Source: an optimization exercise on an open RTL-to-GDS flow (aim: small area, a short achievable clock period and few clock cycles per item). Production flows keep margins and buffers that such runs may drop. Where RTL was checked, it was by simulation tests only, not by an equivalence proof against the original. Power figures rest on the tool's default switching activity, not on a simulated workload.

## modular_exponentiation_core
module modular_exponentiation_core
(
	input logic clk,
	input logic arst_n,
	input logic cfg_valid,
	output logic cfg_ready,
	input logic [mexp_pkg::FIELD_W-1:0] cfg_modulus,
	input logic req_valid,
	output logic req_ready,
	input logic [mexp_pkg::FIELD_W-1:0] req_message,
	input logic [mexp_pkg::FIELD_W-1:0] req_exponent,
	output logic rsp_valid,
	input logic rsp_ready,
	output logic [mexp_pkg::FIELD_W-1:0] rsp_power_mod
);
	localparam int N = mexp_pkg::OPERAND_WIDTH;
	localparam int RW = mexp_pkg::RES_W;
	localparam int L = mexp_pkg::LOW_W;
	localparam int HW = mexp_pkg::TOP_W;
	typedef enum logic [3:0] {
		S_IDLE,    
		S_PREP,    
		S_RED,     
		S_CRED,    
		S_SCAN,    
		S_SQR,     
		S_MUL,     
		S_CMUL,    
		S_FIX,     
		S_DBL,     
		S_CFIX,    
		S_SHR,     
		S_ONE,     
		S_ZERO,    
		S_RSP      
	} state_t;
	state_t state_q, state_d, state_n;
	logic ready_q, ready_d;
	logic rsp_valid_q, rsp_valid_d;
	logic cfg_ready_q;
	logic m_def_q;     
	logic m_norm_q;    
	logic sq_q;        
	logic fixed_q;     
	logic [N-1:0] m_q;
	logic [4:0] k_q;
	logic [RW-1:0] ac_q;
	logic [RW-1:0] x_q;
	logic [N:0] e_q;      
	logic [HW-1:0] h_q;
	logic hc_q;    
	logic [L-1:0] ls_q, lc_q;
	logic [4:0] cnt_q;
	logic b_q;
	logic [HW-1:0] bah_q;   
	logic step_b;
	logic q_force;
	logic [HW-1:0] h_step;
	logic e_step;
  ...
==> flow/config.mk <==
export PLATFORM = sky130hd
export DESIGN_NAME = modular_exponentiation_core
export DESIGN_NICKNAME = modular_exponentiation_core
export VERILOG_FILES = /design/flow/design.v
export SDC_FILE = /design/flow/constraint.sdc
export NUM_CORES = 4
export LEC_CHECK = 0
export CAP_MARGIN = 20
export CORE_MARGIN = 2
export CORE_UTILIZATION = 40
export SETUP_SLACK_MARGIN = 4.0
export SLEW_MARGIN = 20
==> flow/constraint.sdc <==
create_clock -name core_clock -period 8.0 [get_ports {clk}]
set_input_delay 1.6000 -clock core_clock [delete_from_list [all_inputs] [get_ports {clk}]]
set_output_delay 1.6000 -clock core_clock [all_outputs]
set_load 0.01 [all_outputs]
run.sh (not shown) runs the stock make flow with config.mk's settings and CLKGATE_MAP_FILE= SYNTH_SCRIPT=/design/flow/synth_recipe.tcl, a recipe that flattens the netlist after the stock synthesis.
==> next run, changes <==
--- a/flow/design.v
+++ b/flow/design.v
@@ -137,15 +137,14 @@
 	logic [HW-1:0] bah_q;   
 	logic step_b;
 	logic q_force;
 	logic [HW-1:0] h_step;
 	logic e_step;
 	logic [L-1:0] ls_step, lc_step;
 	logic [RW-1:0] v;
-	logic cin;
 	logic init;
 	logic init_neg;
 	mexp_lane u_lane (
 		.h (h_q),
 		.e (hc_q),
 		.ls (ls_q),
 		.lc (lc_q),
@@ -156,15 +155,36 @@
 		.q_force (q_force),
 		.q_add (ac_q[RW-1]),
 		.h_next (h_step),
 		.e_next (e_step),
 		.ls_next (ls_step),
 		.lc_next (lc_step)
 	);
-	assign v = {h_q[RW-L-1:0], ls_q} + {{(RW-L-1){1'b0}}, hc_q, lc_q} + {{(RW-1){1'b0}}, cin};
+	function automatic logic [RW-1:0] add_bk(input logic [RW-1:0] x1, input logic [RW-1:0] x2);
+		logic [RW-1:0] g, p, gg, pp, c;
+		g = x1 & x2;
+		p = x1 ^ x2;
+		gg = g;
+		pp = p;
+		for (int d = 1; d < RW; d = d * 2) begin
+			for (int i = 2 * d - 1; i < RW; i = i + 2 * d) begin
+				gg[i] = gg[i] | (pp[i] & gg[i-d]);
+				pp[i] = pp[i] & pp[i-d];
+			end
+		end
+		for (int d = 16; d >= 1; d = d / 2) begin
+			for (int i = 3 * d - 1; i < RW; i = i + 2 * d) begin
+				gg[i] = gg[i] | (pp[i] & gg[i-d]);
+				pp[i] = pp[i] & pp[i-d];
+			end
+		end
+		c = {gg[RW-2:0], 1'b0};
+		add_bk = p ^ c;
+	endfunction
+	assign v = add_bk({h_q[RW-L-1:0], ls_q}, {{(RW-L-1){1'b0}}, hc_q, lc_q});
 	logic e_top, e_rest_zero, e_last;
 	assign e_top = e_q[N];
 	assign e_rest_zero = e_q[N-1:0] == '0;
 	assign e_last = e_q[N-1] && (e_q[N-2:0] == '0);
 	logic m_zero;
 	assign m_zero = m_q == '0;
 	logic [4:0] cnt_dec;
@@ -174,15 +194,14 @@
 	assign ac_lo = ac_q[N-1:0];
 	assign x_lo = x_q[N-1:0];
 	assign bit_next = sq_q ? ac_lo[cnt_dec] : x_lo[cnt_dec];
 	logic step_q, qf_q;
 	assign init = !step_q;
 	assign step_b = b_q;
 	assign q_force = qf_q;
-	assign cin = state_q == S_ONE;
 	always_comb begin
 		state_d = state_q;
 		ready_d = 1'b0;
 		rsp_valid_d = rsp_valid_q && !rsp_ready;
 		case (state_q)
 			S_IDLE: ;
 			S_PREP: begin
@@ -360,15 +379,15 @@
 		end else if (state_q == S_CMUL && !(sq_q && e_top)) begin
 			e_q <= e_q << 1;
 		end
 		if (init) begin
 			h_q <= init_neg ? ~{{(HW-(RW-L)){v[RW-1]}}, v[RW-1:L]} : '0;
 			hc_q <= 1'b0;
 			ls_q <= init_neg ? ~v[L-1:0] : '0;
-			lc_q <= {{(L-1){1'b0}}, init_neg};
+			lc_q <= {{(L-1){1'b0}}, init_neg || state_n == S_ONE};
 		end else begin
 			h_q <= h_step;
 			hc_q <= e_step;
 			ls_q <= ls_step;
 			lc_q <= lc_step;
 		end
 		if (state_q == S_SQR || state_q == S_MUL || state_q == S_DBL || state_q == S_SHR) begin
What happened: Wire length shrinks by about 7%. Non-clock buffer count shrinks by 11. Via count shrinks by 5.3%. Area after synthesis shrinks by 1.4%. Power shrinks by about 14%. Die area shrinks by 1.3%. First-iteration DRC count grows by 12%. Worst setup slack gains 0.014 ns. Synthesized cell count shrinks by about 1.4%. Utilization shrinks by 0.37 points. Clock-buffer cell count is unchanged.
Testbench counts after the change, summed over its fixed seeds: cycles 288,092, items 192.
For the first run of this note, only the layout was checked, not whether the RTL still works.

-- afterwards: timing with drivers on the ports --
In the flow no input, the clock included, has a driving cell. The finished layouts below were timed again as built, in two steps.
Step 1 sets driving cells, clkbuf_16 on the clock port and buf_2 on the other inputs (assumed; they add their load-dependent delay and slew).
Step 2 also shifts input and output timing later by t, the mid clock arrival at the registers, as if the neighbouring blocks saw the same clock.
Slacks: ideal ports / drivers / drivers and shift; pairs: ideal ports / drivers.
| run | t (ns) | setup slack, ns | worst hold slack (ns) | cell pins on the clock port's net |
|---|---|---|---|---|
| the first run | 0.591 | 4.070 / 4.070 / 4.070 | 0.499 / 0.499 / 0.499 | 1 |
| the second run | 0.605 | 4.084 / 4.084 / 4.084 | 0.499 / 0.499 / 0.499 | 1 |
After both steps every run listed still meets setup and hold.
